Source: an optimization exercise on an open RTL-to-GDS flow (aim: a short achievable clock period and few clock cycles per item). Production flows keep margins and buffers that such runs may drop.
In this exercise RTL edits were held to simulation tests only and were not proved equivalent to the original.
The flow treats the clock pin as an ideal source, which a real chip does not have.
Power is estimated from default activity; no workload was simulated.

==> flow/design.v <==
package mvm_pkg;
  localparam int MAX_COLUMNS   = 256;
  localparam int ELEMENT_BITS  = 16;
  localparam int ACC_BITS      = 40;
  localparam int ROW_BITS      = 16;
  localparam int COL_BITS      = 8;
  localparam int COUNT_BITS    = 9;
  localparam int CFG_ADDR_BITS = 3;
  localparam int CFG_DATA_BITS = 32;
  localparam int OUT_BITS      = ACC_BITS + ROW_BITS + 1;
  localparam int FIFO_DEPTH    = 8;
  localparam logic [COUNT_BITS-1:0] COLUMNS_RESET = COUNT_BITS'(MAX_COLUMNS);
endpackage
module mvm_ram (
  input  logic        clk,
  input  logic        we,
  input  logic [7:0]  waddr,
  input  logic [15:0] wdata,
  input  logic [7:0]  raddr,
  output logic [15:0] rdata
);
  logic [4095:0] mem;
  logic [255:0]  grp_r;
  logic [3:0]    hi_r;
  for (genvar k = 0; k < 256; k++) begin : g_ent
    always_ff @(posedge clk) begin
      if (we && waddr == 8'(k)) begin
        mem[k*16 +: 16] <= wdata;
      end
    end
  end
  for (genvar g = 0; g < 16; g++) begin : g_grp
    logic [255:0] grp;
    assign grp = mem[g*256 +: 256];
    always_ff @(posedge clk) begin
      grp_r[g*16 +: 16] <= grp[raddr[3:0]*16 +: 16];
    end
  end
  always_ff @(posedge clk) begin
    hi_r  <= raddr[7:4];
    rdata <= grp_r[hi_r*16 +: 16];
  end
endmodule
module mvm_ctrl (
  input  logic        clk,
  input  logic        rst_q,         
  input  logic        in_valid,
  output logic        in_stall,
  input  logic [25:0] in_data,
  input  logic [7:0]  last_col,      
  input  logic        out_taken,     
  output logic        vec_we,
  output logic [7:0]  vec_addr,
  output logic [15:0] vec_data,
  output logic [7:0]  col,
  output logic        mat_valid,
  output logic [15:0] mat_value,
  output logic        row_first,
  output logic        row_last,
  output logic        row_fin,
  output logic [15:0] row_num
);
  localparam int TOK_LIMIT = mvm_pkg::FIFO_DEPTH;
  logic        in_valid_q;
  logic        in_stall_q;
  logic [25:0] in_data_q;
  logic        in_stall_r;
  logic        taken;
  logic [7:0]  col_r;
  logic [15:0] row_r;
  logic [3:0]  tokens_r;
  logic        row_done;
  logic [4:0]  tok_sum;
  assign in_stall = in_stall_r;
  always_ff @(posedge clk) begin
    in_valid_q <= in_valid;
    in_stall_q <= in_stall_r;
    in_data_q  <= in_data;
  end
  assign taken     = in_valid_q && !in_stall_q;
  assign row_done  = (col_r >= last_col);
  assign vec_we    = rst_q && taken && !in_data_q[25];
  assign vec_addr  = in_data_q[24:17];
  assign vec_data  = in_data_q[16:1];
  assign col       = col_r;
  assign mat_valid = rst_q && taken && in_data_q[25];
  assign mat_value = in_data_q[16:1];
  assign row_first = (col_r == 8'd0);
  assign row_last  = row_done;
  assign row_fin   = in_data_q[0];
  assign row_num   = row_r;
  assign tok_sum = 5'(tokens_r) + 5'(taken) + 5'(!in_stall_r);
  always_ff @(posedge clk) begin
    if (!rst_q) begin
      col_r      <= '0;
      row_r      <= '0;
      tokens_r   <= '0;
      in_stall_r <= 1'b0;
    end else begin
      if (mat_valid) begin
        col_r <= row_done ? 8'd0 : col_r + 8'd1;
        if (row_done) begin
          row_r <= in_data_q[0] ? 16'd0 : row_r + 16'd1;
        end
      end
      tokens_r   <= tokens_r + 4'(mat_valid && row_done) - 4'(out_taken);
      in_stall_r <= (tok_sum >= 5'(TOK_LIMIT));
    end
  end
endmodule
module mvm_datapath (
  input  logic        clk,
  input  logic        rst_q,
  input  logic        vec_we,
  input  logic [7:0]  vec_addr,
  input  logic [15:0] vec_data,
  input  logic [7:0]  col,
  input  logic        mat_valid,
  input  logic [15:0] mat_value,
  input  logic        row_first,
  input  logic        row_last,
  input  logic        row_fin,
  input  logic [15:0] row_num,
  output logic        out_valid,
  input  logic        out_stall,
  output logic [56:0] out_data,
  output logic        out_taken
);
  localparam int W = mvm_pkg::ACC_BITS;
  localparam int D = mvm_pkg::FIFO_DEPTH;
  logic        v1, first1, last1, fin1;
  logic [15:0] a1;
  logic [15:0] row1;
  logic [15:0] b2;
  mvm_ram u_vec_ram (
    .clk   (clk),
    .we    (vec_we),
    .waddr (vec_addr),
    .wdata (vec_data),
    .raddr (col),
    .rdata (b2)
  );
  always_ff @(posedge clk) begin
    if (!rst_q) v1 <= 1'b0;
    else        v1 <= mat_valid;
    a1     <= mat_value;
    first1 <= row_first;
    last1  <= row_last;
    fin1   <= row_fin;
    row1   <= row_num;
  end
  logic        v2, first2, last2, fin2;
  logic [15:0] row2;
  logic [7:0]  neg2, one2, two2;
  logic [7:0]  a1h, a1l, a1p;    
  for (genvar i = 0; i < 8; i++) begin : g_bd
    assign a1h[i] = a1[2*i+1];
    assign a1l[i] = a1[2*i];
    if (i == 0) begin : g_z
      assign a1p[i] = 1'b0;
    end else begin : g_nz
      assign a1p[i] = a1[2*i-1];
    end
  end
  always_ff @(posedge clk) begin
    if (!rst_q) v2 <= 1'b0;
    else        v2 <= v1;
    first2 <= first1;
    last2  <= last1;
    fin2   <= fin1;
    row2   <= row1;
    neg2 <= a1h;
    one2 <= a1l ^ a1p;
    two2 <= (a1h & ~a1l & ~a1p) | (~a1h & a1l & a1p);
  end
  logic [9*W-1:0] pp;
  logic [6*W-1:0] r6;
  logic [4*W-1:0] r4;
  for (genvar i = 0; i < 8; i++) begin : g_pp
    logic [16:0] m;
    assign m = (one2[i] ? {b2[15], b2} : 17'd0) | (two2[i] ? {b2, 1'b0} : 17'd0);
    assign pp[i*W +: W] = W'({{(W-17){m[16] ^ neg2[i]}}, m ^ {17{neg2[i]}}} << (2*i));
  end
  always_comb begin
    pp[8*W +: W] = '0;
    for (int i = 0; i < 8; i++) pp[8*W + 2*i] = neg2[i];
  end
  for (genvar j = 0; j < 3; j++) begin : g_l1
    mvm_csa #(.W(W)) u_csa (
      .x (pp[(3*j)*W +: W]), .y (pp[(3*j+1)*W +: W]), .z (pp[(3*j+2)*W +: W]),
      .s (r6[(2*j)*W +: W]), .c (r6[(2*j+1)*W +: W])
    );
  end
  for (genvar j = 0; j < 2; j++) begin : g_l2
    mvm_csa #(.W(W)) u_csa (
      .x (r6[(3*j)*W +: W]), .y (r6[(3*j+1)*W +: W]), .z (r6[(3*j+2)*W +: W]),
      .s (r4[(2*j)*W +: W]), .c (r4[(2*j+1)*W +: W])
    );
  end
  logic           v3, first3, last3, fin3;
  logic [15:0]    row3;
  logic [4*W-1:0] q3;
  always_ff @(posedge clk) begin
    if (!rst_q) v3 <= 1'b0;
    else        v3 <= v2;
    first3 <= first2;
    last3  <= last2;
    fin3   <= fin2;
    row3   <= row2;
    q3     <= r4;
  end
  logic [W-1:0] t_s, t_c, p_s, p_c;
  mvm_csa #(.W(W)) u_csa4a (
    .x (q3[0*W +: W]), .y (q3[1*W +: W]), .z (q3[2*W +: W]), .s (t_s), .c (t_c)
  );
  mvm_csa #(.W(W)) u_csa4b (
    .x (t_s), .y (t_c), .z (q3[3*W +: W]), .s (p_s), .c (p_c)
  );
  logic         v4, first4, last4, fin4;
  logic [15:0]  row4;
  logic [W-1:0] ps4, pc4;
  always_ff @(posedge clk) begin
    if (!rst_q) v4 <= 1'b0;
    else        v4 <= v3;
    first4 <= first3;
    last4  <= last3;
    fin4   <= fin3;
    row4   <= row3;
    ps4    <= p_s;
    pc4    <= p_c;
  end
  logic [W-1:0] acc_s, acc_c;
  logic [W-1:0] as_in, ac_in, u_s, u_c, n_s, n_c;
  logic         done5, fin5;
  logic [15:0]  row5;
  assign as_in = first4 ? '0 : acc_s;
  assign ac_in = first4 ? '0 : acc_c;
  mvm_csa #(.W(W)) u_csa5a (.x (as_in), .y (ac_in), .z (ps4), .s (u_s), .c (u_c));
  mvm_csa #(.W(W)) u_csa5b (.x (u_s), .y (u_c), .z (pc4), .s (n_s), .c (n_c));
  always_ff @(posedge clk) begin
    if (v4) begin
      acc_s <= n_s;
      acc_c <= n_c;
    end
    if (!rst_q) done5 <= 1'b0;
    else        done5 <= v4 && last4;
    fin5 <= fin4;
    row5 <= row4;
  end
  logic [56:0]          fifo_mem [D];
  logic [$clog2(D)-1:0] wp_r, rp_r;
  logic                 fifo_empty;
  logic [$clog2(D):0]   cnt_r;
  logic                 out_valid_r;
  logic [56:0]          out_r;
  logic                 load;
  assign fifo_empty = (cnt_r == '0);
  assign load       = !out_valid_r && !fifo_empty;
  always_ff @(posedge clk) begin
    if (done5) begin
      fifo_mem[wp_r] <= {acc_s + acc_c, row5, fin5};
    end
    if (!rst_q) begin
      wp_r  <= '0;
      rp_r  <= '0;
      cnt_r <= '0;
    end else begin
      if (done5) wp_r <= wp_r + 1'b1;
      if (load)  rp_r <= rp_r + 1'b1;
      cnt_r <= cnt_r + ($clog2(D)+1)'(done5) - ($clog2(D)+1)'(load);
    end
  end
  always_ff @(posedge clk) begin
    if (load) begin
      out_r <= fifo_mem[rp_r];
    end
    if (!rst_q) begin
      out_valid_r <= 1'b0;
      out_taken   <= 1'b0;
    end else begin
      out_valid_r <= out_valid_r ? out_stall : !fifo_empty;
      out_taken   <= out_valid_r && !out_stall;
    end
  end
  assign out_valid = out_valid_r;
  assign out_data  = out_r;
endmodule
module mvm_csa #(
  parameter int W = 40
) (
  input  logic [W-1:0] x,
  input  logic [W-1:0] y,
  input  logic [W-1:0] z,
  output logic [W-1:0] s,
  output logic [W-1:0] c
);
  assign s = x ^ y ^ z;
  assign c = {((x[W-2:0] & y[W-2:0]) | (x[W-2:0] & z[W-2:0]) | (y[W-2:0] & z[W-2:0])), 1'b0};
endmodule
module matrix_vector_multiply_core (
  input  logic                                clk,
  input  logic                                rst_n,
  input  logic                                in_valid,
  output logic                                in_stall,
  input  logic [25:0]                         in_data,
  output logic                                out_valid,
  input  logic                                out_stall,
  output logic [56:0]                         out_data,
  input  logic                                psel,
  input  logic                                penable,
  input  logic                                pwrite,
  input  logic [mvm_pkg::CFG_ADDR_BITS-1:0]   paddr,
  input  logic [mvm_pkg::CFG_DATA_BITS-1:0]   pwdata,
  output logic [mvm_pkg::CFG_DATA_BITS-1:0]   prdata,
  output logic                                pready
);
  logic                           rst_q;
  logic                           wr_q;
  logic [mvm_pkg::COUNT_BITS-1:0] wdata_q;
  logic [mvm_pkg::COUNT_BITS-1:0] columns_r;
  logic [mvm_pkg::COUNT_BITS-1:0] columns_vis;
  logic [7:0]                     last_col_r;
  logic [7:0]                     last_col_nxt;
  logic [mvm_pkg::COUNT_BITS-1:0] prdata_r;
  logic        out_taken;
  logic        vec_we;
  logic [7:0]  vec_addr;
  logic [15:0] vec_data;
  logic [7:0]  col;
  logic        mat_valid;
  logic [15:0] mat_value;
  logic        row_first, row_last, row_fin;
  logic [15:0] row_num;
  assign pready = 1'b1;
  always_ff @(posedge clk) begin
    rst_q   <= rst_n;
    wr_q    <= psel && penable && pwrite && !paddr[2];
    wdata_q <= pwdata[mvm_pkg::COUNT_BITS-1:0];
  end
  always_comb begin
    if (wdata_q == '0) begin
      last_col_nxt = 8'd0;
    end else if (wdata_q > mvm_pkg::COLUMNS_RESET) begin
      last_col_nxt = 8'd255;
    end else begin
      last_col_nxt = 8'(wdata_q - 9'd1);
    end
  end
  always_ff @(posedge clk) begin
    if (!rst_q) begin
      columns_r  <= mvm_pkg::COLUMNS_RESET;
      last_col_r <= 8'd255;
    end else if (wr_q) begin
      columns_r  <= wdata_q;
      last_col_r <= last_col_nxt;
    end
  end
  always_comb begin
    if (!rst_q) begin
      columns_vis = mvm_pkg::COLUMNS_RESET;
    end else if (wr_q) begin
      columns_vis = wdata_q;
    end else begin
      columns_vis = columns_r;
    end
  end
  always_ff @(posedge clk) begin
    prdata_r <= paddr[2] ? '0 : columns_vis;
  end
  assign prdata = mvm_pkg::CFG_DATA_BITS'(prdata_r);
  mvm_ctrl u_ctrl (
    .clk       (clk),
    .rst_q     (rst_q),
    .in_valid  (in_valid),
    .in_stall  (in_stall),
    .in_data   (in_data),
    .last_col  (last_col_r),
    .out_taken (out_taken),
    .vec_we    (vec_we),
    .vec_addr  (vec_addr),
    .vec_data  (vec_data),
    .col       (col),
    .mat_valid (mat_valid),
    .mat_value (mat_value),
    .row_first (row_first),
    .row_last  (row_last),
    .row_fin   (row_fin),
    .row_num   (row_num)
  );
  mvm_datapath u_datapath (
    .clk       (clk),
    .rst_q     (rst_q),
    .vec_we    (vec_we),
    .vec_addr  (vec_addr),
    .vec_data  (vec_data),
    .col       (col),
    .mat_valid (mat_valid),
    .mat_value (mat_value),
    .row_first (row_first),
    .row_last  (row_last),
    .row_fin   (row_fin),
    .row_num   (row_num),
    .out_valid (out_valid),
    .out_stall (out_stall),
    .out_data  (out_data),
    .out_taken (out_taken)
  );
endmodule
==> flow/run.sh <==
#!/bin/bash
# synth_recipe.tcl (not shown) runs the flow's synth.tcl, then flattens the netlist and writes it again
# the make line also repeats each setting of config.mk as NAME=value (left out here)
make -C /OpenROAD-flow-scripts/flow DESIGN_CONFIG=/design/flow/config.mk WORK_HOME=/design/flow/orfs CLKGATE_MAP_FILE= SYNTH_SCRIPT=/design/flow/synth_recipe.tcl finish
==> flow/config.mk <==
export PLATFORM = sky130hd
export DESIGN_NAME = matrix_vector_multiply_core
export DESIGN_NICKNAME = matrix_vector_multiply_core
export VERILOG_FILES = /design/flow/design.v
export SDC_FILE = /design/flow/constraint.sdc
export NUM_CORES = 4
export LEC_CHECK = 0
export CAP_MARGIN = 20
export CORE_MARGIN = 2
export CORE_UTILIZATION = 40
export SLEW_MARGIN = 20
export SYNTH_MEMORY_MAX_BITS = 8192
==> flow/constraint.sdc <==
create_clock -name core_clock -period 8.0 [get_ports {clk}]
set_input_delay 1.6000 -clock core_clock [delete_from_list [all_inputs] [get_ports {clk}]]
set_output_delay 1.6000 -clock core_clock [all_outputs]
set_load 0.01 [all_outputs]
==> results.yml, run 1 <==
cts:
  cts_tree: "yes"
  cts_hold_buf: 0
  post_cts_buffers: 0
  clk_pin_slew_ns: 0.06
  h-tree-depth: 6
  clk_path_buf_depth: 4
  cts_root_buf: "clkbuf_16"
  cts_buffers: 548
  cts.sinks: 5370
  insertion_delay_ns: 1.07
  cts.repair.resized: 0
timing:
  fmax_mhz: 229
  fin_skew_ns: 0.0976
  tns_ns: 0
  maxSlewViolCount: 0
  tightest_slew_ns: 1.33
  final.period_utilization_pct: 54.6
  rsz0062_at_grt: "false"
  setup_viol: 0
  finalCriticalPeriod_ns: 4.37
  slew-limit-headroom_pct: 11.2
  hold_viol_final: 0
detailed_routing:
  ant_nets: 0
  via_per_inst: 5.44
  drt_iter0_markers: 9780
  wl_per_cell_um: 27.6
  drcViolationCount: 0
  first_pass_iters: 7
  wl_um: 465000
  routed-via-count: 91600
layout:
  multi_input_area_um2: 46400
  layout_commonest_cell: "edfxtp_1"
  area_growth_pct: 14.1
  register_area_um2: 155000
  fin_nets: 10000
  design_area_um2: 232000
  nFillCells: 41200
  layout-drive-gt1-share_pct: 27.1
  final_cell_mix: "edfxtp_1 (4,687), mux4_2 (1,474), dfxtp_1 (652), clkbuf_16 (562), buf_4 (303)"
floorplan:
  dieArea_um2: 514000
  ioPinCount: 160
  start_util_pct: 40.2
  core_um2: 506000
  die_w_um: 717
  die-height_um: 717
  rows: 261
worst_setup_path:
  worstPathMaxFanout: 46
  critPathTopFamily: "simple AND/OR/NAND/NOR gates"
  crit_chain: "buf_4 -> nand2_1 -> nor2_1 -> and3_1 -> nand2_2 -> buf_4 -> nor2_1 -> buf_4"
  slowest_stage: "nor2_1"
  startpoint: "rst_q"
  critPathLaunchType: "register"
  path_buf_inv: 3
  cp_common_cell: "buf_4"
  required_ns: 8.68
  cp-end-kind: "register"
  reg2reg_depth: 8
  critPathKind: "reg2reg"
  r2r-start: "rst_q"
  arrival_ns: 5.04
  reg2reg_to: "u_datapath.u_vec_ram.mem[376]"
  cpPeakStageDelay_ns: 0.87
  ff2ff_setup_slack_ns: 3.63
synth:
  synthDistinctLibCells: 61
  yosysSeqAreaShare_pct: 75.9
  synth_compound_area_share_pct: 0.987
  muxShareOfSynthArea_pct: 16.7
  yosys_warnings: 4
  synth_area_um2: 204000
  ys_ff_latch: 5370
  synth_fa_ha_area_share_pct: 2.59
  synthFlopType: "edfxtp_1"
  avgSynthCellArea_um2: 22.3
  synthArstFlopShare_pct: 0
  synth-simple-area-share_pct: 1.45
  synth_edf_count: 4687
  synthXorXnorAreaFrac_pct: 0.895
  netlist_instances: 9130
  synth_top_family_by_area: "multiplexers"
pwr:
  power_density_nw_per_um2: 267
  peakVddDrop_mv: 0.228
  pwr-share-comb_pct: 7.7
  leakage_nw: 72.8
  pwr-share-clk_pct: 40.7
  switching_share_pct: 22.2
  internal_power_mw: 48.3
  seq_power_share_pct: 51.6
  netSwitchingPower_mw: 13.8
place:
  dpl.hpwl_um: 264000
  place_area_um2: 214000
  port_buffers: 110
  gp_congestion: 0.792
global_routing:
  antenna_found_initial: 23
  grt_pass1_wl_um: 673000
  grt_max_degree: 210
  overflow: 0
  grt_pass1_vias: 95200
  track_usage_pct: 17.9
status:
  status: "no timing/DRC/antenna violations"
worst_hold_path:
  hold_end: "u_datapath.row3[1]"
  hp-class: "reg2reg"
  min_path_cells: 0
  min-delay-start: "u_datapath.row2[1]"
flow_run:
  drv_cap: 0
metal layers:
metal,wire length (µm),share of wire (%),vias to the layer above,track usage [%]
met5,13,0.0028,-,0
met4,12900,2.8,2,5.05
met3,29700,6.4,683,2.94
met2,228000,49,3140,29.4
met1,195000,42,49400,24.8
li1,-,-,38300,-
layout make-up:
type	count	area share [%]
inverters	274	0.443
clock inverters	264	1.17
multi-input cells	3013	20.0
clock buffers	748	6.51
diodes	15	0.0162
flip-flops and latches	5370	66.5
well taps	6706	3.61
repair buffers	451	1.78
kinds of logic (layout without fill, tap and decap cells):
logic type,after synthesis,after routing
other,2,39
AND/OR/NAND/NOR,636,636
flip-flops,5370,5370
XOR/XNOR,208,208
multiplexers,1544,1544
buffers and inverters,769,1737
adder cells (fa/ha/maj),304,304
AO/OA/AOI/OAI,297,297
stage by stage:
step / total power, mW / setup slack, ns / instances / utilization, % / hold WS [ns]
detailed placement: 37.5 / 3.57 / 15800 / 42.4 / 0.312
CTS: 62.7 / 3.54 / 16800 / 45.9 / 0.324
global route: 64.4 / 3.33 / 16800 / 45.9 / 0.330
global placement: 37.4 / 3.64 / 15800 / 42.3 / 0.310
finish: 62.0 / 3.63 / 16800 / 45.9 / 0.323
floorplan: 35.7 / 2.80 / 9152 / - / 0.310
registers in the layout (all words and copies together) (netlist names), 30 cells and up:
| signal | count |
|---|---|
| u_datapath.fifo_mem | 456 |
| u_datapath.acc_s | 40 |
| u_datapath.acc_c | 38 |
| u_datapath.out_r | 57 |
| u_datapath.q3 | 100 |
| u_datapath.u_vec_ram.grp_r | 256 |
| u_datapath.pc4 | 30 |
| u_datapath.ps4 | 33 |
| u_datapath.u_vec_ram.mem | 4096 |
how the worst max path moves through the flow:
| stage | endpoint | slack (ns) | depth (start not counted) |
|---|---|---|---|
| floorplan | u_datapath.cnt_r[2] | 2.80 | 10 |
| finish | u_datapath.u_vec_ram.mem[376] | 3.63 | 8 |
| global placement | u_datapath.u_vec_ram.mem[370] | 3.64 | 8 |
| global route | u_datapath.u_vec_ram.mem[376] | 3.33 | 8 |
| detailed placement | u_datapath.fifo_mem[7][51] | 3.57 | 11 |
| CTS | u_datapath.fifo_mem[7][51] | 3.54 | 11 |
power by group through the flow:
stage | Sequential [mW] | Clock (mW) | Combinational (mW)
3_3_place_gp | 32.6 | 0 | 4.74
2_1_floorplan | 32.5 | 0 | 3.23
5_1_grt | 32.1 | 26.9 | 5.40
4_1_cts | 32.1 | 25.8 | 4.88
6_report | 32.0 | 25.2 | 4.76
3_5_place_dp | 32.7 | 0 | 4.85
synthesized netlist by cell type (78+ instances only):
master,count,area share (%)
xor2_1,112,0.48
fa_1,196,1.9
buf_1,78,0.14
xnor2_1,96,0.41
ha_1,108,0.66
nand2b_1,91,0.28
inv_1,273,0.50
clkbuf_1,340,0.63
edfxtp_1,4687,69
a22oi_1,121,0.45
mux4_2,1474,16
dfxtp_1,683,6.7
nand2_1,92,0.17
nor2_1,311,0.57
Testbench counts, summed over its fixed seeds: cycles 71,928, items 65,248.
==> run 2, diff against run 1 <==
--- a/flow/config.mk
+++ b/flow/config.mk
@@ -7,2 +7,3 @@
 export LEC_CHECK = 0
+export ABC_CLOCK_PERIOD_IN_PS = 2500
 export CAP_MARGIN = 20
@@ -10,2 +11,3 @@
 export CORE_UTILIZATION = 40
+export SETUP_SLACK_MARGIN = 5
 export SLEW_MARGIN = 20
==> results.yml, run 2 <==
worst_hold_path:
  min-delay-start: "u_datapath.row4[3]"
  hp-class: "reg2reg"
cts:
  cts.sinks: 5370
  cts_hold_buf: 0
  cts_buffers: 561
  insertion_delay_ns: 1.09
  h-tree-depth: 6
  clk_pin_slew_ns: 0.06
  clk_path_buf_depth: 4
  cts_tree: "yes"
  cts_root_buf: "clkbuf_16"
timing:
  final.period_utilization_pct: 40.4
  hold_ws_ns: 0.307
  hold_viol_final: 0
  fmax_mhz: 310
  tns_ns: 0
  slew-limit-headroom_pct: 18.1
  finalCriticalPeriod_ns: 3.23
  setup_viol: 0
  maxSlewViolCount: 0
  rsz0062_at_grt: "true"
  tightest_slew_ns: 1.23
  fin_skew_ns: 0.124
  fin_ws_ns: 4.77
synth:
  ys_ff_latch: 5370
  synthMostInstantiatedCell: "edfxtp_1"
  synthArstFlopShare_pct: 0
  yosysSeqAreaShare_pct: 75.9
  netlist_instances: 9130
  synthDistinctLibCells: 61
  synthTopCellsByArea: "edfxtp_1 (69%), mux4_2 (16%), dfxtp_1 (6.7%), fa_1 (1.9%), ha_1 (0.66%)"
  synthFlopType: "edfxtp_1"
  yosysTopAreaCell: "edfxtp_1"
  synth_top_area_share_pct: 69.2
  synth_edf_count: 4687
  synth_area_um2: 204000
  synthTopCellsByCount: "edfxtp_1 (4,687), mux4_2 (1,474), dfxtp_1 (683)"
  avgSynthCellArea_um2: 22.3
  yosys_warnings: 4
worst_setup_path:
  worst-path-stages: 1
  path_buf_inv: 1
  cpPeakStageDelay_ns: 0.43
  critPathLaunchType: "register"
  arrival_ns: 1.63
  cp-end-kind: "output pin"
  startpoint: "u_datapath.out_r[19]"
  r2r-start: "u_datapath.acc_c[11]"
  critPathKind: "reg2out"
  critPathTopFamily: "flip-flops"
  required_ns: 6.40
  worstPathMaxFanout: 1
  ff2ff_setup_slack_ns: 4.91
  reg2reg_to: "u_datapath.fifo_mem[4][54]"
  slowest_stage: "edfxtp_1"
  reg2reg_depth: 13
  crit_chain: "buf_2"
  endpoint: "out_data[19]"
place:
  dp_slack_ns: 3.63
  gp_congestion: 0.793
  place_inst: 15800
  port_buffers: 110
  dpl.hpwl_um: 267000
detailed_routing:
  ant_nets: 0
  wl_met2_um: 239000
  routed.top_layer: "met5"
  drcViolationCount: 0
  wirelength_met1_um: 197000
  first_pass_iters: 6
  dr_wl_met3_um: 32800
  wl_per_cell_um: 28.4
  wl_um: 482000
  drt_iter0_markers: 9832
  via_per_inst: 5.48
  routed-via-count: 93100
floorplan:
  ioPinCount: 160
  die-height_um: 717
  die_w_um: 717
  dieArea_um2: 514000
  core_um2: 506000
  rows: 261
  start_util_pct: 40.2
layout:
  layout_commonest_cell: "edfxtp_1"
  largest_reg_flops: 4096
  reg_top3: "u_datapath.u_vec_ram.mem (4096), u_datapath.fifo_mem (456), u_datapath.u_vec_ram.grp_r (256)"
  fin_nets: 10200
  instances_no_fill: 17000
  largest-register: "u_datapath.u_vec_ram.mem"
  final_cell_mix: "edfxtp_1 (4,687), mux4_2 (1,474), dfxtp_1 (635), clkbuf_16 (571), buf_4 (323)"
  layout-drive-gt1-share_pct: 30.3
  area_growth_pct: 15.7
global_routing:
  grt_pass1_wl_um: 688000
  overflow: 0
  grt_pass1_vias: 96000
  track_usage_pct: 18.4
  antenna_found_initial: 34
  grt_max_degree: 197
flow_run:
  drv_cap: 0
pwr:
  leakage_nw: 74.3
  peakVddDrop_mv: 0.218
  power_density_nw_per_um2: 266
  total_power_mw: 62.6
status:
  status: "no timing/DRC/antenna violations"
-- run 2: worst min-delay path by stage --
stage                                to  cells past startpoint  slack (ns)
CTS                  u_datapath.row5[3]                      0        0.31
detailed placement  u_datapath.row2[14]                      0        0.31
global placement    u_datapath.row2[14]                      0        0.31
floorplan               u_datapath.fin2                      0        0.31
finish               u_datapath.row5[3]                      0        0.31
global route         u_datapath.row2[6]                      0        0.33
-- run 2: where the power goes --
group | total (mW) | internal, mW | switching, mW
logic | 4.74 | 2.26 | 2.47
clock network | 25.8 | 14.9 | 10.9
registers | 32.0 | 31.4 | 0.689
-- run 2: repair_timing --
item,CTS,global route
resized for setup,481,90
pin swaps,47,42
cloned,10,1
setup buffers,63,34
endpoints found under the setup margin,4412,1781
-- run 2: per-layer routing --
layer,GRT usage [%],vias up
li1,-,38600
met1,25.1,50500
met2,30.8,3269
met3,3.00,700
met4,5.19,8
met5,0,-
-- run 2: stage by stage --
stage | cell area (µm²) | utilization (%)
floorplan | 204000 | -
global placement | 214000 | 42.3
detailed placement | 214000 | 42.4
CTS | 235000 | 46.4
global route | 236000 | 46.6
finish | 236000 | 46.6
-- run 2: cell families after synthesis --
family,Yosys count,share of synthesized area (%)
XOR/XNOR,208,0.895
AO/OA/AOI/OAI,297,0.987
flip-flops,5370,75.9
multiplexers,1544,16.7
buffers and inverters,769,1.50
other,2,0.00369
AND/OR/NAND/NOR,636,1.45
adder cells (fa/ha/maj),304,2.59
-- run 2: layout make-up --
type	instances	area, µm²
antenna	15	37.5
clock buffer	749	15400
clock inverter	287	3070
fill	41000	270000
inverter	274	1030
multi-input combinational	3013	47400
sequential	5370	155000
tap	6706	8390
timing repair buffer	558	5670
==> run 3, diff against run 2 <==
--- a/flow/config.mk
+++ b/flow/config.mk
@@ -10,3 +10,4 @@
 export CORE_MARGIN = 2
-export CORE_UTILIZATION = 40
+export CORE_UTILIZATION = 60
+export PLACE_DENSITY = 0.7
 export SETUP_SLACK_MARGIN = 5
==> results.yml, run 3 <==
status:
  status: "no timing/DRC/antenna violations"
timing:
  finalCriticalPeriod_ns: 3.22
  setup_viol: 0
  maxSlewViolCount: 0
  fin_skew_ns: 0.0542
  tightest_slew_ns: 1.27
  slew-limit-headroom_pct: 15.5
  fmax_mhz: 311
  hold_viol_final: 0
  final.period_utilization_pct: 40.2
  fin_ws_ns: 4.78
  rsz0062_at_grt: "true"
  tns_ns: 0
detailed_routing:
  ant_nets: 0
  first_pass_iters: 6
  wl_um: 458000
  routed-via-count: 94100
  drcViolationCount: 0
  wl_per_cell_um: 31.1
  via_per_inst: 6.38
  drt_iter0_markers: 11700
worst_setup_path:
  arrival_ns: 1.62
  worstPathMaxFanout: 1
  critPathLaunchType: "register"
  path_buf_inv: 1
  required_ns: 6.40
  critPathTopFamily: "flip-flops"
  cp-end-kind: "output pin"
  slowest_stage: "edfxtp_1"
  startpoint: "u_datapath.out_r[40]"
  critPathKind: "reg2out"
  cpPeakStageDelay_ns: 0.44
  crit_chain: "buf_2"
  r2r-start: "u_ctrl.in_data_q[21]"
synth:
  avgSynthCellArea_um2: 22.3
  yosysSeqAreaShare_pct: 75.9
  synth_edf_count: 4687
  synthFlopType: "edfxtp_1"
  netlist_instances: 9130
  synthArstFlopShare_pct: 0
  yosysTopAreaCell: "edfxtp_1"
  ys_ff_latch: 5370
  synth_area_um2: 204000
  yosys_warnings: 4
  synth-simple-area-share_pct: 1.45
  synthXorXnorAreaFrac_pct: 0.895
  synthTopCellsByCount: "edfxtp_1 (4,687), mux4_2 (1,474), dfxtp_1 (683)"
  synth_fa_ha_area_share_pct: 2.59
  synthMostInstantiatedCell: "edfxtp_1"
  synth_top_area_share_pct: 69.2
  muxShareOfSynthArea_pct: 16.7
  synthDistinctLibCells: 61
  synth_top_family_by_area: "multiplexers"
  synth_compound_area_share_pct: 0.987
  synthTopCellsByArea: "edfxtp_1 (69%), mux4_2 (16%), dfxtp_1 (6.7%), fa_1 (1.9%), ha_1 (0.66%)"
place:
  place_inst: 13600
  gp_congestion: 0.830
  dp_slack_ns: 3.91
  dpl.hpwl_um: 253000
  port_buffers: 110
worst_hold_path:
  min-delay-start: "u_datapath.row1[0]"
  hp-class: "reg2reg"
cts:
  insertion_delay_ns: 1.05
  cts_hold_buf: 0
  clk_path_buf_depth: 4
  cts.sinks: 5370
  cts_tree: "yes"
  cts_root_buf: "clkbuf_16"
  clk_pin_slew_ns: 0.06
  h-tree-depth: 6
  cts_buffers: 539
floorplan:
  dieArea_um2: 344000
  die-height_um: 586
  ioPinCount: 160
  rows: 213
  start_util_pct: 60.4
  die_w_um: 586
  core_um2: 337000
pwr:
  power_density_nw_per_um2: 265
  leakage_nw: 73.5
  peakVddDrop_mv: 0.222
global_routing:
  grt_max_degree: 203
  overflow: 0
  antenna_found_initial: 22
  grt_pass1_wl_um: 661000
  track_usage_pct: 26.8
  grt_pass1_vias: 95000
layout:
  layout_commonest_cell: "edfxtp_1"
  largest-register: "u_datapath.u_vec_ram.mem"
  nFillCells: 20300
  fin_nets: 10100
  largest_reg_flops: 4096
  area_growth_pct: 13.7
  reg_top3: "u_datapath.u_vec_ram.mem (4096), u_datapath.fifo_mem (456), u_datapath.u_vec_ram.grp_r (256)"
  layout-drive-gt1-share_pct: 29.7
  instances_no_fill: 14700
  final_cell_mix: "edfxtp_1 (4,687), mux4_2 (1,474), dfxtp_1 (647), clkbuf_16 (553), buf_4 (353)"
flow_run:
  drv_cap: 0
## run 3: path summary, 6_finish.rpt
check,end,slack [ns],depth (start not counted)
min reg2reg,u_datapath.row2[0],0.32,0
max,out_data[40],4.78,1
max reg2reg,u_datapath.u_vec_ram.mem[429],4.97,4
min,u_datapath.row2[0],0.32,0
## run 3: metal layers
layer / track usage, % / part of all wire [%] / up-vias
met1: 38.4 / 39 / 50400
met4: 7.95 / 3.3 / 8
li1: - / - / 38500
met3: 4.64 / 8.5 / 807
met2: 43.1 / 49 / 4385
met5: 0 / 0.014 / -
## run 3: per-stage QoR
stage | cell area, µm² | util [%] | total power [mW] | hold slack, ns
3_5_place_dp | 211000 | 62.7 | 37.4 | 0.312
2_1_floorplan | 204000 | - | 35.7 | 0.310
5_1_grt | 231000 | 68.6 | 63.3 | 0.328
6_report | 231000 | 68.6 | 61.2 | 0.324
4_1_cts | 230000 | 68.2 | 61.6 | 0.324
3_3_place_gp | 211000 | 62.7 | 37.2 | 0.311
## run 3: power by group
group | switching, mW | leakage, nW | internal [mW]
registers | 0.657 | 48.0 | 31.3
clock network | 10.3 | 8.42 | 14.2
logic | 2.44 | 17.1 | 2.24
total | 13.4 | 73.5 | 47.8
## run 3: area by class of cell
class,instances,area (µm²),share of cell area [%]
clock inverter,214,2120,0.919
antenna,20,50.0,0.0216
timing repair buffer,560,5320,2.30
clock buffer,766,15100,6.53
multi-input combinational,3013,47500,20.5
inverter,274,1030,0.446
tap,4515,5650,2.44
sequential,5370,155000,66.8
## run 3: cell families (layout without fill, tap and decap cells)
family          Yosys count  after routing
flops                  5370           5370
simple gates            636            636
buf+inv                 769           1814
other cells               2             44
compound gates          297            297
mux                    1544           1544
xor+xnor                208            208
fa+ha+maj               304            304
## run 3: repair_timing
| action | in CTS | in global routing |
|---|---|---|
| gates resized for setup | 486 | 96 |
| cloned | 10 | 0 |
| buffers inserted | 37 | 67 |
| pin swaps | 29 | 47 |
| setup endpoints to repair | 4126 | 1470 |
==> run 4, diff against run 3 <==
--- a/flow/design.v
+++ b/flow/design.v
@@ -22,8 +22,23 @@
   logic [4095:0] mem;
+  logic [15:0]   wsel_hi_r, wsel_lo_r;
+  logic          wv_r;
+  logic [7:0]    wa_r;
+  logic [15:0]   wd_r;
   logic [255:0]  grp_r;
   logic [3:0]    hi_r;
+  logic          fwd_r;
+  logic [15:0]   fwd_d_r;
+  always_ff @(posedge clk) begin
+    wv_r <= we;
+    wa_r <= waddr;
+    wd_r <= wdata;
+    for (int i = 0; i < 16; i++) begin
+      wsel_hi_r[i] <= we && (waddr[7:4] == 4'(i));
+      wsel_lo_r[i] <= (waddr[3:0] == 4'(i));
+    end
+  end
   for (genvar k = 0; k < 256; k++) begin : g_ent
     always_ff @(posedge clk) begin
-      if (we && waddr == 8'(k)) begin
-        mem[k*16 +: 16] <= wdata;
+      if (wsel_hi_r[k/16] && wsel_lo_r[k%16]) begin
+        mem[k*16 +: 16] <= wd_r;
       end
@@ -39,4 +54,6 @@
   always_ff @(posedge clk) begin
-    hi_r  <= raddr[7:4];
-    rdata <= grp_r[hi_r*16 +: 16];
+    hi_r    <= raddr[7:4];
+    fwd_r   <= wv_r && (wa_r == raddr);
+    fwd_d_r <= wd_r;
+    rdata   <= fwd_r ? fwd_d_r : grp_r[hi_r*16 +: 16];
   end
@@ -249,30 +266,49 @@
   end
+  localparam int H = W / 2;
+  logic         done6, fin6;
+  logic [15:0]  row6;
+  logic [H:0]   lo6;
+  logic [H-1:0] hs6, hc6;
+  always_ff @(posedge clk) begin
+    if (!rst_q) done6 <= 1'b0;
+    else        done6 <= done5;
+    fin6 <= fin5;
+    row6 <= row5;
+    lo6  <= {1'b0, acc_s[H-1:0]} + {1'b0, acc_c[H-1:0]};
+    hs6  <= acc_s[W-1:H];
+    hc6  <= acc_c[W-1:H];
+  end
+  logic         done7, fin7;
+  logic [15:0]  row7;
+  logic [W-1:0] sum7;
+  always_ff @(posedge clk) begin
+    if (!rst_q) done7 <= 1'b0;
+    else        done7 <= done6;
+    fin7 <= fin6;
+    row7 <= row6;
+    sum7 <= {hs6 + hc6 + H'(lo6[H]), lo6[H-1:0]};
+  end
   logic [56:0]          fifo_mem [D];
-  logic [$clog2(D)-1:0] wp_r, rp_r;
-  logic                 fifo_empty;
-  logic [$clog2(D):0]   cnt_r;
+  logic [56:0]          new_ent;
+  logic [$clog2(D)-1:0] wp_r, rp_r, rp_1;
+  logic [$clog2(D):0]   cnt_r, cnt_nxt;
   logic                 out_valid_r;
   logic [56:0]          out_r;
-  logic                 load;
-  assign fifo_empty = (cnt_r == '0);
-  assign load       = !out_valid_r && !fifo_empty;
-  always_ff @(posedge clk) begin
-    if (done5) begin
-      fifo_mem[wp_r] <= {acc_s + acc_c, row5, fin5};
-    end
-    if (!rst_q) begin
-      wp_r  <= '0;
-      rp_r  <= '0;
-      cnt_r <= '0;
-    end else begin
-      if (done5) wp_r <= wp_r + 1'b1;
-      if (load)  rp_r <= rp_r + 1'b1;
-      cnt_r <= cnt_r + ($clog2(D)+1)'(done5) - ($clog2(D)+1)'(load);
-    end
-  end
+  logic [56:0]          head0, head1;
+  logic                 xfer;
+  assign new_ent = {sum7, row7, fin7};
+  assign rp_1    = rp_r + 1'b1;
+  assign xfer    = (cnt_r != '0) && !out_stall;    
+  assign cnt_nxt = cnt_r + ($clog2(D)+1)'(done7) - ($clog2(D)+1)'(xfer);
+  assign head0   = (done7 && cnt_r == '0) ? new_ent : fifo_mem[rp_r];
+  assign head1   = (done7 && cnt_r == ($clog2(D)+1)'(1)) ? new_ent : fifo_mem[rp_1];
   always_ff @(posedge clk) begin
-    if (load) begin
-      out_r <= fifo_mem[rp_r];
+    if (done7) begin
+      fifo_mem[wp_r] <= new_ent;
     end
+    out_r <= xfer ? head1 : head0;
     if (!rst_q) begin
+      wp_r        <= '0;
+      rp_r        <= '0;
+      cnt_r       <= '0;
       out_valid_r <= 1'b0;
@@ -280,4 +316,7 @@
     end else begin
-      out_valid_r <= out_valid_r ? out_stall : !fifo_empty;
-      out_taken   <= out_valid_r && !out_stall;
+      if (done7) wp_r <= wp_r + 1'b1;
+      if (xfer)  rp_r <= rp_1;
+      cnt_r       <= cnt_nxt;
+      out_valid_r <= (cnt_nxt != '0);
+      out_taken   <= xfer;
     end
--- a/flow/config.mk
+++ b/flow/config.mk
@@ -10,4 +10,3 @@
 export CORE_MARGIN = 2
-export CORE_UTILIZATION = 60
-export PLACE_DENSITY = 0.7
+export CORE_UTILIZATION = 40
 export SETUP_SLACK_MARGIN = 5
==> results.yml, run 4 <==
layout:
  layout_commonest_cell: "edfxtp_1"
  largest_reg_flops: 4096
  fin_nets: 10400
  nFillCells: 43300
  register_area_um2: 158000
  layout-drive-gt1-share_pct: 28.3
  reg_top3: "u_datapath.u_vec_ram.mem (4096), u_datapath.fifo_mem (456), u_datapath.u_vec_ram.grp_r (256)"
  multi_input_area_um2: 51100
  instances_no_fill: 17600
  largest-register: "u_datapath.u_vec_ram.mem"
  final_cell_mix: "edfxtp_1 (4,630), mux4_2 (1,588), dfxtp_1 (813), clkbuf_16 (571), inv_1 (280)"
  area_growth_pct: 13.9
timing:
  hold_viol_final: 0
  slew-limit-headroom_pct: 19.7
  rsz0062_at_grt: "true"
  maxSlewViolCount: 0
  setup_viol: 0
  finalCriticalPeriod_ns: 3.16
  final.period_utilization_pct: 39.6
  tns_ns: 0
  fin_skew_ns: 0.0612
  fmax_mhz: 316
  tightest_slew_ns: 1.20
floorplan:
  rows: 267
  die_w_um: 732
  die-height_um: 732
  dieArea_um2: 535000
  start_util_pct: 40.1
  core_um2: 528000
  ioPinCount: 160
worst_setup_path:
  r2r-start: "u_ctrl.col_r[1]"
  critPathTopFamily: "flip-flops"
  crit_chain: "buf_6"
  worstPathMaxFanout: 1
  critPathLaunchType: "register"
  critPathKind: "reg2out"
  path_buf_inv: 1
  required_ns: 6.40
  startpoint: "u_datapath.out_r[36]"
  slowest_stage: "dfxtp_4"
  cp-end-kind: "output pin"
  arrival_ns: 1.56
  cpPeakStageDelay_ns: 0.39
cts:
  insertion_delay_ns: 1.07
  cts.sinks: 5559
  clk_path_buf_depth: 4
  h-tree-depth: 6
  cts_root_buf: "clkbuf_16"
  cts_tree: "yes"
  cts_buffers: 557
  clk_pin_slew_ns: 0.06
  cts_hold_buf: 0
global_routing:
  grt_max_degree: 178
  track_usage_pct: 18.8
  overflow: 0
  grt_pass1_wl_um: 732000
  grt_pass1_vias: 100000
  antenna_found_initial: 38
synth:
  synthMostInstantiatedCell: "edfxtp_1"
  ys_ff_latch: 5559
  yosysSeqAreaShare_pct: 74.4
  avgSynthCellArea_um2: 21.9
  yosys_warnings: 4
  synthDistinctLibCells: 67
  synthTopCellsByArea: "edfxtp_1 (66%), mux4_2 (17%), dfxtp_1 (8.8%), fa_1 (1.9%), and2_1 (0.82%)"
  yosysTopAreaCell: "edfxtp_1"
  synth_edf_count: 4630
  synthTopCellsByCount: "edfxtp_1 (4,630), mux4_2 (1,588), dfxtp_1 (929)"
  synth_area_um2: 212000
  synth_top_area_share_pct: 65.6
  synthFlopType: "edfxtp_1"
  netlist_instances: 9671
  synthArstFlopShare_pct: 0
detailed_routing:
  wl_um: 513000
  first_pass_iters: 5
  dr_wl_met3_um: 37500
  routed-via-count: 97600
  drcViolationCount: 0
  wl_met2_um: 253000
  ant_nets: 0
  via_per_inst: 5.55
  drt_iter0_markers: 10900
  wl_per_cell_um: 29.1
  routed.top_layer: "met5"
  wirelength_met1_um: 211000
status:
  status: "no timing/DRC/antenna violations"
place:
  gp_congestion: 0.773
  port_buffers: 110
  place_inst: 16400
  dpl.hpwl_um: 284000
pwr:
  leakage_nw: 76.3
  power_density_nw_per_um2: 266
  peakVddDrop_mv: 0.241
worst_hold_path:
  min-delay-start: "u_datapath.fin4"
  hp-class: "reg2reg"
flow_run:
  drv_cap: 0
-- run 4: cell types whose count changed in the layout (fill, tap and decap cells not counted), moves of 42 or more --
cell | before | now
edfxtp_1 | 4687 | 4630
diode_2 | 20 | 62
buf_4 | 353 | 159
a221oi_1 | 0 | 59
mux2i_1 | 12 | 128
dfxtp_2 | 7 | 65
buf_2 | 59 | 9
nor2_1 | 203 | 126
dfxtp_1 | 647 | 813
nor2_4 | 84 | 8
and2_1 | 18 | 190
mux4_2 | 1474 | 1588
and2_2 | 0 | 86
-- run 4: final timing paths --
check | endpoint | slack (ns) | depth (start not counted)
min | u_datapath.fin5 | 0.30 | 0
max reg2reg | u_datapath.u_vec_ram.grp_r[163] | 5.08 | 6
min reg2reg | u_datapath.fin5 | 0.30 | 0
max | out_data[36] | 4.84 | 1
-- run 4: what timing repair did --
item	4_1_cts	5_1_grt
buffers inserted	21	8
pin swaps	6	10
resized for setup	462	54
endpoints found under the setup margin	399	182
cloned	10	1
-- run 4: cell type report --
class	count	area share [%]
flip-flops and latches	5559	65.4
multi-input cells	3310	21.2
clock buffers	771	6.45
well taps	6994	3.63
repair buffers	356	1.70
clock inverters	257	1.08
inverters	284	0.443
diodes	62	0.0643
-- run 4: kinds of logic (layout without fill, tap and decap cells) --
family	after synthesis	after routing	synth area share, %
flops	5559	5559	74.4
mux	1735	1735	17.6
buf+inv	824	1668	1.62
simple gates	690	690	1.81
compound gates	353	353	1.19
fa+ha+maj	305	305	2.50
xor+xnor	203	203	0.843
other cells	2	86	0.00355
-- run 4: per-layer routing --
| layer | global-route usage (%) | up-vias |
|---|---|---|
| li1 | - | 40300 |
| met1 | 26.1 | 52800 |
| met2 | 30.9 | 3835 |
| met3 | 3.22 | 692 |
| met4 | 4.81 | 6 |
| met5 | 0 | - |
-- run 4: where the power goes --
part           leakage [nW]  internal (mW)  switching [mW]  total [mW]
Clock                  8.91           14.8            11.1        25.9
Sequential             49.7           32.2           0.764        33.0
Combinational          17.7           2.51            2.76        5.28
Total                  76.3           49.5            14.6        64.1
-- run 4: metrics by stage --
step           hold slack [ns]  total power, mW  setup WS (ns)  util, %  area (µm²)
2_1_floorplan            0.310             36.8           4.52        -      212000
3_3_place_gp             0.309             38.6           3.83     41.9      221000
3_5_place_dp             0.312             38.8           3.84     41.9      221000
4_1_cts                  0.298             64.7           4.74     45.5      240000
5_1_grt                  0.313             66.4           4.79     45.7      241000
6_report                 0.302             64.1           4.84     45.7      241000
Testbench counts of run 4, summed over its fixed seeds: cycles 71,992, items 65,248.
==> run 5, diff against run 4 <==
==> flow/flow/run.sh (new file) <==
#!/bin/bash
# Own layout flow: the standard flow (standard.sh, standard synthesis and
# all ORFS steps unchanged) with one hook after clock tree synthesis,
# post_cts.tcl, which lets the clock port drive the top clock buffers itself.
set -euo pipefail
work=$(pwd)
bash standard.sh POST_CTS_TCL="$work/flow/post_cts.tcl" finish > "$work/standard_finish.log" 2>&1
grep -h "post_cts:" "$work"/orfs/logs/*/matrix_vector_multiply_core/base/4_1_cts.log > "$work/post_cts_summary.log" || true
test -f "$work/out/final.def"
==> flow/flow/post_cts.tcl (new file) <==
set block [ord::get_db_block]
set clk_net [$block findNet clk]
set root_its {}
foreach it [$clk_net getITerms] { lappend root_its $it }
if {[llength $root_its] == 1} {
  set root [[lindex $root_its 0] getInst]
  set master [[$root getMaster] getName]
  set out_net ""
  foreach it [$root getITerms] {
    if {[$it isOutputSignal]} { set out_net [$it getNet] }
  }
  set loads {}
  if {$out_net ne "" && $out_net ne "NULL"} {
    foreach it [$out_net getITerms] {
      if {[$it getInst] != $root} { lappend loads $it }
    }
  }
  set ok [expr {[string match "sky130_fd_sc_hd__clkbuf_*" $master] && [llength $loads] > 0 && [llength $loads] <= 4 && [llength [$out_net getBTerms]] == 0}]
  foreach it $loads {
    if {![string match "sky130_fd_sc_hd__clkbuf_*" [[[$it getInst] getMaster] getName]]} { set ok 0 }
  }
  if {$ok} {
    puts "post_cts: removing root buffer [$root getName] ($master), clock port now drives [llength $loads] buffers"
    foreach it $loads {
      $it disconnect
      $it connect $clk_net
    }
    odb::dbInst_destroy $root
    odb::dbNet_destroy $out_net
  } else {
    puts "post_cts: root buffer left in place"
  }
} else {
  puts "post_cts: clock port drives [llength $root_its] cells, nothing to do"
}

estimate_parasitics -placement
report_clock_latency
repair_timing_helper
detailed_placement
check_placement -verbose
report_worst_slack
==> flow/standard.sh (new file) <==
#!/bin/bash
# synth_recipe.tcl (not shown) runs the flow's synth.tcl, then flattens the netlist and writes it again
# the make line also repeats each setting of config.mk as NAME=value (left out here)
make -C /OpenROAD-flow-scripts/flow DESIGN_CONFIG=/design/flow/config.mk WORK_HOME=/design/flow/orfs CLKGATE_MAP_FILE= SYNTH_SCRIPT=/design/flow/synth_recipe.tcl "${@:-finish}"
removed: flow/run.sh
==> results.yml, run 5 <==
detailed_routing:
  drcViolationCount: 0
  first_pass_iters: 6
  ant_nets: 0
  via_per_inst: 5.54
  routed-via-count: 97400
  wl_per_cell_um: 29.2
  wl_um: 512000
  drt_iter0_markers: 10800
synth:
  synth_compound_area_share_pct: 1.19
  synthFlopType: "edfxtp_1"
  muxShareOfSynthArea_pct: 17.6
  synthTopCellsByArea: "edfxtp_1 (66%), mux4_2 (17%), dfxtp_1 (8.8%), fa_1 (1.9%), and2_1 (0.82%)"
  synthArstFlopShare_pct: 0
  synth_top_area_share_pct: 65.6
  synthTopCellsByCount: "edfxtp_1 (4,630), mux4_2 (1,588), dfxtp_1 (929)"
  synthXorXnorAreaFrac_pct: 0.843
  yosys_warnings: 4
  avgSynthCellArea_um2: 21.9
  synth_fa_ha_area_share_pct: 2.50
  synthDistinctLibCells: 67
  netlist_instances: 9671
  synthMostInstantiatedCell: "edfxtp_1"
  yosysTopAreaCell: "edfxtp_1"
  ys_ff_latch: 5559
  synth_top_family_by_area: "multiplexers"
  yosysSeqAreaShare_pct: 74.4
  synth_area_um2: 212000
  synth_edf_count: 4630
  synth-simple-area-share_pct: 1.81
layout:
  nFillCells: 43400
  reg_top3: "u_datapath.u_vec_ram.mem (4096), u_datapath.fifo_mem (456), u_datapath.u_vec_ram.grp_r (256)"
  fin_nets: 10400
  layout-drive-gt1-share_pct: 28.2
  largest_reg_flops: 4096
  layout_commonest_cell: "edfxtp_1"
  largest-register: "u_datapath.u_vec_ram.mem"
  instances_no_fill: 17600
  post-route-util_pct: 45.6
  area_growth_pct: 13.8
  design_area_um2: 241000
  final_cell_mix: "edfxtp_1 (4,630), mux4_2 (1,588), dfxtp_1 (823), clkbuf_16 (570), inv_1 (281)"
cts:
  clk_pin_slew_ns: 0.06
  cts_tree: "yes"
  insertion_delay_ns: 0.80
  cts.sinks: 5559
global_routing:
  grt_pass1_wl_um: 732000
  antenna_found_initial: 39
  grt_pass1_vias: 100000
  grt_max_degree: 178
  track_usage_pct: 18.7
  overflow: 0
pwr:
  power_density_nw_per_um2: 266
  peakVddDrop_mv: 0.240
  total_power_mw: 64.0
  leakage_nw: 76.3
floorplan:
  core_um2: 528000
  die_w_um: 732
  die-height_um: 732
  rows: 267
  start_util_pct: 40.1
  ioPinCount: 160
  dieArea_um2: 535000
worst_setup_path:
  worst-path-stages: 6
  crit_chain: "buf_12 -> buf_8 -> buf_8 -> buf_16 -> mux4_2 -> mux4_2"
  reg2reg_to: "u_datapath.u_vec_ram.grp_r[163]"
  ff2ff_setup_slack_ns: 5.07
  path_buf_inv: 4
  arrival_ns: 3.57
  cp-end-kind: "register"
  slowest_stage: "mux4_2"
  reg2reg_depth: 6
  critPathLaunchType: "register"
  worstPathMaxFanout: 65
  critPathKind: "reg2reg"
  required_ns: 8.65
  critPathTopFamily: "buffers and inverters"
  startpoint: "u_ctrl.col_r[1]"
  endpoint: "u_datapath.u_vec_ram.grp_r[163]"
  r2r-start: "u_ctrl.col_r[1]"
  cpPeakStageDelay_ns: 0.58
timing:
  tns_ns: 0
  setup_viol: 0
  finalCriticalPeriod_ns: 2.93
  final.period_utilization_pct: 36.6
  fin_ws_ns: 5.07
  fin_skew_ns: 0.0638
  hold_ws_ns: 0.300
  rsz0062_at_grt: "true"
  tightest_slew_ns: 1.19
  maxSlewViolCount: 0
  slew-limit-headroom_pct: 20.9
  hold_viol_final: 0
  fmax_mhz: 342
place:
  place_area_um2: 221000
  dp_slack_ns: 3.84
  place_inst: 16400
  port_buffers: 110
  dpl.hpwl_um: 284000
  gp_congestion: 0.773
worst_hold_path:
  hp-class: "reg2reg"
flow_run:
  drv_cap: 0
status:
  status: "no timing/DRC/antenna violations"
-- run 5: cell count changes in the layout (fill, tap and decap cells not counted), moves of 2 or more --
cell	previous run	this run
buf_4	159	155
buf_6	76	66
buf_2	9	19
buf_8	13	15
diode_2	62	45
dfxtp_1	813	823
dfxtp_2	65	58
dfxtp_4	51	48
-- run 5: metal layers --
metal / up-vias / global-route usage, % / share of wire (%)
met5: - / 0 / 0.0090
met4: 8 / 4.68 / 2.4
met3: 722 / 3.15 / 7.2
met2: 3732 / 30.9 / 49
met1: 52600 / 26.1 / 41
li1: 40300 / - / -
-- run 5: final cells by class --
cell class              instances  area, µm²  share of cell area (%)
flip-flops and latches       5559     158000                    65.5
multi-input cells            3310      51100                    21.2
clock buffers                 770      15500                    6.44
well taps                    6994       8750                    3.63
repair buffers                352       4000                    1.66
clock inverters               257       2610                    1.08
inverters                     284       1070                   0.442
diodes                         45        113                  0.0467
-- run 5: cell families (layout without fill, tap and decap cells) --
logic type	count (synthesis)	after routing
and+or+nand+nor	690	690
xor gates and xnor gates	203	203
DFF	5559	5559
AOI/OAI and AO/OA	353	353
other	2	69
buffers and inverters	824	1663
adders and majority gates	305	305
muxes	1735	1735
-- run 5: worst min-delay path by stage --
stage                                    to                  from  cells after the start  slack (ns)
final                       u_datapath.fin5       u_datapath.fin4                      0        0.30
after global routing        u_datapath.fin5       u_datapath.fin4                      0        0.31
after detailed placement   u_datapath.a1[0]   u_ctrl.in_data_q[1]                      0        0.31
after global placement    u_datapath.a1[15]  u_ctrl.in_data_q[16]                      0        0.31
after floorplan            u_datapath.a1[0]   u_ctrl.in_data_q[1]                      0        0.31
-- run 5: power breakdown --
part	switching, mW	leakage, nW	internal [mW]	total (mW)
combinational	2.76	17.7	2.50	5.26
sequential	0.760	49.7	32.2	33.0
clock	11.0	8.89	14.8	25.8
total	14.5	76.3	49.5	64.0
==> run 6, diff against run 5 <==
--- a/flow/design.v
+++ b/flow/design.v
@@ -19,2 +19,3 @@
   input  logic [7:0]  raddr,
+  input  logic [15:0] rsel_lo,
   output logic [15:0] rdata
@@ -47,6 +48,11 @@
   for (genvar g = 0; g < 16; g++) begin : g_grp
-    logic [255:0] grp;
-    assign grp = mem[g*256 +: 256];
+    logic [15:0] sel;
+    always_comb begin
+      sel = '0;
+      for (int i = 0; i < 16; i++) begin
+        sel = sel | (mem[(g*16+i)*16 +: 16] & {16{rsel_lo[i]}});
+      end
+    end
     always_ff @(posedge clk) begin
-      grp_r[g*16 +: 16] <= grp[raddr[3:0]*16 +: 16];
+      grp_r[g*16 +: 16] <= sel;
     end
@@ -68,2 +74,4 @@
   input  logic        out_taken,     
+  input  logic        st1_valid,     
+  input  logic        st1_end,       
   output logic        vec_we,
@@ -72,2 +80,3 @@
   output logic [7:0]  col,
+  output logic [15:0] col_lo_sel,    
   output logic        mat_valid,
@@ -86,2 +95,3 @@
   logic [7:0]  col_r;
+  logic [15:0] col_sel_r;
   logic [15:0] row_r;
@@ -98,13 +108,14 @@
   assign row_done  = (col_r >= last_col);
-  assign vec_we    = rst_q && taken && !in_data_q[25];
-  assign vec_addr  = in_data_q[24:17];
-  assign vec_data  = in_data_q[16:1];
-  assign col       = col_r;
-  assign mat_valid = rst_q && taken && in_data_q[25];
-  assign mat_value = in_data_q[16:1];
-  assign row_first = (col_r == 8'd0);
-  assign row_last  = row_done;
-  assign row_fin   = in_data_q[0];
-  assign row_num   = row_r;
-  assign tok_sum = 5'(tokens_r) + 5'(taken) + 5'(!in_stall_r);
+  assign vec_we     = rst_q && taken && !in_data_q[25];
+  assign vec_addr   = in_data_q[24:17];
+  assign vec_data   = in_data_q[16:1];
+  assign col        = col_r;
+  assign col_lo_sel = col_sel_r;
+  assign mat_valid  = rst_q && taken && in_data_q[25];
+  assign mat_value  = in_data_q[16:1];
+  assign row_first  = (col_r == 8'd0);
+  assign row_last   = row_done;
+  assign row_fin    = in_data_q[0];
+  assign row_num    = row_r;
+  assign tok_sum = 5'(tokens_r) + 5'(st1_valid) + 5'(taken) + 5'(!in_stall_r);
   always_ff @(posedge clk) begin
@@ -112,2 +123,3 @@
       col_r      <= '0;
+      col_sel_r  <= 16'd1;
       row_r      <= '0;
@@ -117,3 +129,4 @@
       if (mat_valid) begin
-        col_r <= row_done ? 8'd0 : col_r + 8'd1;
+        col_r     <= row_done ? 8'd0 : col_r + 8'd1;
+        col_sel_r <= row_done ? 16'd1 : {col_sel_r[14:0], col_sel_r[15]};
         if (row_done) begin
@@ -122,3 +135,3 @@
       end
-      tokens_r   <= tokens_r + 4'(mat_valid && row_done) - 4'(out_taken);
+      tokens_r   <= tokens_r + 4'(st1_valid && st1_end) - 4'(out_taken);
       in_stall_r <= (tok_sum >= 5'(TOK_LIMIT));
@@ -134,2 +147,3 @@
   input  logic [7:0]  col,
+  input  logic [15:0] col_lo_sel,
   input  logic        mat_valid,
@@ -143,3 +157,5 @@
   output logic [56:0] out_data,
-  output logic        out_taken
+  output logic        out_taken,
+  output logic        st1_valid,
+  output logic        st1_end
 );
@@ -157,2 +173,3 @@
     .raddr (col),
+    .rsel_lo (col_lo_sel),
     .rdata (b2)
@@ -168,2 +185,4 @@
   end
+  assign st1_valid = v1;
+  assign st1_end   = last1;
   logic        v2, first2, last2, fin2;
@@ -270,3 +289,3 @@
   logic [H:0]   lo6;
-  logic [H-1:0] hs6, hc6;
+  logic [H-1:0] hi0_6, hi1_6;
   always_ff @(posedge clk) begin
@@ -274,17 +293,7 @@
     else        done6 <= done5;
-    fin6 <= fin5;
-    row6 <= row5;
-    lo6  <= {1'b0, acc_s[H-1:0]} + {1'b0, acc_c[H-1:0]};
-    hs6  <= acc_s[W-1:H];
-    hc6  <= acc_c[W-1:H];
-  end
-  logic         done7, fin7;
-  logic [15:0]  row7;
-  logic [W-1:0] sum7;
-  always_ff @(posedge clk) begin
-    if (!rst_q) done7 <= 1'b0;
-    else        done7 <= done6;
-    fin7 <= fin6;
-    row7 <= row6;
-    sum7 <= {hs6 + hc6 + H'(lo6[H]), lo6[H-1:0]};
+    fin6  <= fin5;
+    row6  <= row5;
+    lo6   <= {1'b0, acc_s[H-1:0]} + {1'b0, acc_c[H-1:0]};
+    hi0_6 <= acc_s[W-1:H] + acc_c[W-1:H];
+    hi1_6 <= acc_s[W-1:H] + acc_c[W-1:H] + H'(1);
   end
@@ -293,18 +302,20 @@
   logic [$clog2(D)-1:0] wp_r, rp_r, rp_1;
-  logic [$clog2(D):0]   cnt_r, cnt_nxt;
+  logic [$clog2(D):0]   cnt_r, cnt_hold, cnt_take;
+  logic                 have;
   logic                 out_valid_r;
   logic [56:0]          out_r;
-  logic [56:0]          head0, head1;
-  logic                 xfer;
-  assign new_ent = {sum7, row7, fin7};
-  assign rp_1    = rp_r + 1'b1;
-  assign xfer    = (cnt_r != '0) && !out_stall;    
-  assign cnt_nxt = cnt_r + ($clog2(D)+1)'(done7) - ($clog2(D)+1)'(xfer);
-  assign head0   = (done7 && cnt_r == '0) ? new_ent : fifo_mem[rp_r];
-  assign head1   = (done7 && cnt_r == ($clog2(D)+1)'(1)) ? new_ent : fifo_mem[rp_1];
+  logic [56:0]          head0, head1, out_take;
+  assign new_ent  = {lo6[H] ? hi1_6 : hi0_6, lo6[H-1:0], row6, fin6};
+  assign rp_1     = rp_r + 1'b1;
+  assign have     = (cnt_r != '0);    
+  assign cnt_hold = cnt_r + ($clog2(D)+1)'(done6);
+  assign cnt_take = have ? cnt_hold - ($clog2(D)+1)'(1) : cnt_hold;
+  assign head0    = (done6 && cnt_r == '0) ? new_ent : fifo_mem[rp_r];
+  assign head1    = (done6 && cnt_r == ($clog2(D)+1)'(1)) ? new_ent : fifo_mem[rp_1];
+  assign out_take = have ? head1 : head0;
   always_ff @(posedge clk) begin
-    if (done7) begin
+    if (done6) begin
       fifo_mem[wp_r] <= new_ent;
     end
-    out_r <= xfer ? head1 : head0;
+    out_r <= out_stall ? head0 : out_take;
     if (!rst_q) begin
@@ -316,7 +327,7 @@
     end else begin
-      if (done7) wp_r <= wp_r + 1'b1;
-      if (xfer)  rp_r <= rp_1;
-      cnt_r       <= cnt_nxt;
-      out_valid_r <= (cnt_nxt != '0);
-      out_taken   <= xfer;
+      if (done6) wp_r <= wp_r + 1'b1;
+      rp_r        <= (out_stall || !have) ? rp_r : rp_1;
+      cnt_r       <= out_stall ? cnt_hold : cnt_take;
+      out_valid_r <= out_stall ? (cnt_hold != '0) : (cnt_take != '0);
+      out_taken   <= out_stall ? 1'b0 : have;
     end
@@ -368,2 +379,4 @@
   logic [7:0]  col;
+  logic [15:0] col_lo_sel;
+  logic        st1_valid, st1_end;
   logic        mat_valid;
@@ -417,2 +430,4 @@
     .out_taken (out_taken),
+    .st1_valid (st1_valid),
+    .st1_end   (st1_end),
     .vec_we    (vec_we),
@@ -421,2 +436,3 @@
     .col       (col),
+    .col_lo_sel (col_lo_sel),
     .mat_valid (mat_valid),
@@ -435,2 +451,3 @@
     .col       (col),
+    .col_lo_sel (col_lo_sel),
     .mat_valid (mat_valid),
@@ -444,3 +461,5 @@
     .out_data  (out_data),
-    .out_taken (out_taken)
+    .out_taken (out_taken),
+    .st1_valid (st1_valid),
+    .st1_end   (st1_end)
   );
--- a/flow/flow/post_cts.tcl
+++ b/flow/flow/post_cts.tcl
@@ -38,3 +38,6 @@
 report_clock_latency
+set saved_margin $::env(SETUP_SLACK_MARGIN)
+set ::env(SETUP_SLACK_MARGIN) 5.3
 repair_timing_helper
+set ::env(SETUP_SLACK_MARGIN) $saved_margin
 detailed_placement
==> results.yml, run 6 <==
status:
  status: "no timing/DRC/antenna violations"
cts:
  insertion_delay_ns: 0.82
  cts_tree: "yes"
  clk_pin_slew_ns: 0.06
  cts.sinks: 5517
timing:
  hold_ws_ns: 0.312
  setup_viol: 0
  tightest_slew_ns: 1.32
  tns_ns: 0
  rsz0062_at_grt: "true"
  finalCriticalPeriod_ns: 2.88
  fmax_mhz: 347
  fin_skew_ns: 0.0764
  maxSlewViolCount: 0
  slew-limit-headroom_pct: 11.9
  final.period_utilization_pct: 36.0
  hold_viol_final: 0
layout:
  largest-register: "u_datapath.u_vec_ram.mem"
  largest_reg_flops: 4096
  layout-drive-gt1-share_pct: 16.1
  final_cell_mix: "edfxtp_1 (4,630), a22o_1 (1,041), a221oi_1 (1,024), dfxtp_1 (765), clkbuf_16 (567)"
  fin_nets: 11600
  reg_top3: "u_datapath.u_vec_ram.mem (4096), u_datapath.fifo_mem (456), u_datapath.u_vec_ram.grp_r (256)"
  nFillCells: 42000
  post-route-util_pct: 45.9
  area_growth_pct: 14.3
  layout_commonest_cell: "edfxtp_1"
  design_area_um2: 232000
detailed_routing:
  via_per_inst: 6.07
  drcViolationCount: 0
  first_pass_iters: 6
  drt_iter0_markers: 14400
  wl_per_cell_um: 31.9
  ant_nets: 0
  routed-via-count: 112000
  wl_um: 590000
global_routing:
  grt_max_degree: 215
  grt_pass1_vias: 110000
  track_usage_pct: 22.3
  grt_pass1_wl_um: 824000
  antenna_found_initial: 55
  overflow: 0
synth:
  netlist_instances: 10900
  synthArstFlopShare_pct: 0
  synthFlopType: "edfxtp_1"
  yosys_warnings: 4
  yosysTopAreaCell: "edfxtp_1"
  yosysSeqAreaShare_pct: 77.3
  synth_area_um2: 203000
  avgSynthCellArea_um2: 18.6
  ys_ff_latch: 5517
  synth_edf_count: 4630
  synth_top_area_share_pct: 68.5
  synthTopCellsByArea: "edfxtp_1 (69%), dfxtp_1 (8.8%), a22o_1 (4.5%), a221oi_1 (4.4%), mux4_2 (3.4%)"
  synthMostInstantiatedCell: "edfxtp_1"
  synthTopCellsByCount: "edfxtp_1 (4,630), a22o_1 (1,041), a221oi_1 (1,024)"
  synthDistinctLibCells: 86
worst_hold_path:
  hold_end: "u_datapath.a1[4]"
  min-delay-start: "u_ctrl.in_data_q[5]"
  hp-class: "reg2reg"
  min_path_cells: 0
pwr:
  leakage_nw: 74.5
  power_density_nw_per_um2: 260
  peakVddDrop_mv: 0.241
  total_power_mw: 60.3
floorplan:
  start_util_pct: 40.2
  die-height_um: 716
  dieArea_um2: 513000
  die_w_um: 716
  ioPinCount: 160
  rows: 261
  core_um2: 505000
worst_setup_path:
  critPathLaunchType: "register"
  cpPeakStageDelay_ns: 0.48
  startpoint: "u_datapath.acc_c[20]"
  worstPathMaxFanout: 3
  ff2ff_setup_slack_ns: 5.12
  reg2reg_to: "u_datapath.hi1_6[16]"
  critPathKind: "reg2reg"
  slowest_stage: "or4_4"
  r2r-start: "u_datapath.acc_c[20]"
  required_ns: 8.63
  reg2reg_depth: 12
  critPathTopFamily: "simple AND/OR/NAND/NOR gates"
  cp-end-kind: "register"
  path_buf_inv: 1
  crit_chain: "ha_4 -> inv_2 -> fa_2 -> nand2b_4 -> a21oi_4 -> xor2_2 -> nand3_2 -> or2_4 -> nor2_4 -> nand4_2 -> or4_4 -> xnor2_2"
  arrival_ns: 3.51
flow_run:
  drv_cap: 0
place:
  port_buffers: 110
  place_area_um2: 213000
  dpl.hpwl_um: 309000
  gp_congestion: 0.836
-- run 6: changes by cell type after synthesis, moves of 59 or more --
cell / before / now
mux4_2: 1588 / 308
a22o_1: 0 / 1041
a221oi_1: 59 / 1024
clkbuf_1: 335 / 610
nand4_1: 9 / 268
buf_2: 135 / 27
inv_1: 283 / 214
xnor2_1: 91 / 150
-- run 6: cell type report --
cell class	instances	area, µm²	share of cell area, %
antenna	67	168	0.0723
clock buffer	769	15400	6.65
clock inverter	253	2310	0.997
inverter	215	807	0.348
multi-input combinational	4485	43200	18.6
sequential	5517	157000	67.8
tap	6706	8390	3.62
timing repair buffer	442	4520	1.95
-- run 6: metrics by stage --
step	setup WS [ns]	std cells
floorplan	4.41	10900
global placement	3.74	17300
detailed placement	3.70	17300
global route	4.98	18400
finish	5.12	18500
-- run 6: kinds of logic (layout without fill, tap and decap cells) --
| logic type | count (synthesis) | count (layout) | synth area share [%] |
|---|---|---|---|
| AOI/OAI and AO/OA | 2463 | 2463 | 10.2 |
| xor gates and xnor gates | 233 | 233 | 1.02 |
| adders and majority gates | 304 | 304 | 2.60 |
| buffers and inverters | 945 | 1679 | 1.81 |
| DFF | 5517 | 5517 | 77.3 |
| muxes | 470 | 470 | 4.26 |
| other | 2 | 91 | 0.00370 |
| and+or+nand+nor | 991 | 991 | 2.82 |
-- run 6: worst max path at each step --
stage	end	slack, ns	depth (start not counted)
2_1_floorplan	u_datapath.fifo_mem[2][0]	4.41	3
3_3_place_gp	u_datapath.out_r[33]	3.74	7
3_5_place_dp	u_datapath.out_r[10]	3.70	7
5_1_grt	u_datapath.hi1_6[16]	4.98	12
6_report	u_datapath.hi1_6[16]	5.12	12
-- run 6: power breakdown --
part | switching, mW | internal [mW]
logic | 1.64 | 1.06
registers | 0.557 | 31.8
clock network | 11.0 | 14.3
total | 13.2 | 47.1
-- run 6: routing by layer --
layer	up-vias	GRT usage, %	wire, µm
met4	18	8.01	21500
met5	-	0	126
met2	6656	36.1	279000
met3	1059	4.43	60500
li1	45600	-	-
met1	58700	30.0	229000
Testbench counts of run 6, summed over its fixed seeds: cycles 71,928, items 65,248.

Re-timed with assumed drivers on the ports (clkbuf_16 on the clock, buf_2 on other inputs), run 6 has 4.917 ns of setup slack against 5.121 ns with ideal ports, and 4.370 ns once port delays also move by the mid clock arrival of 1.008 ns.
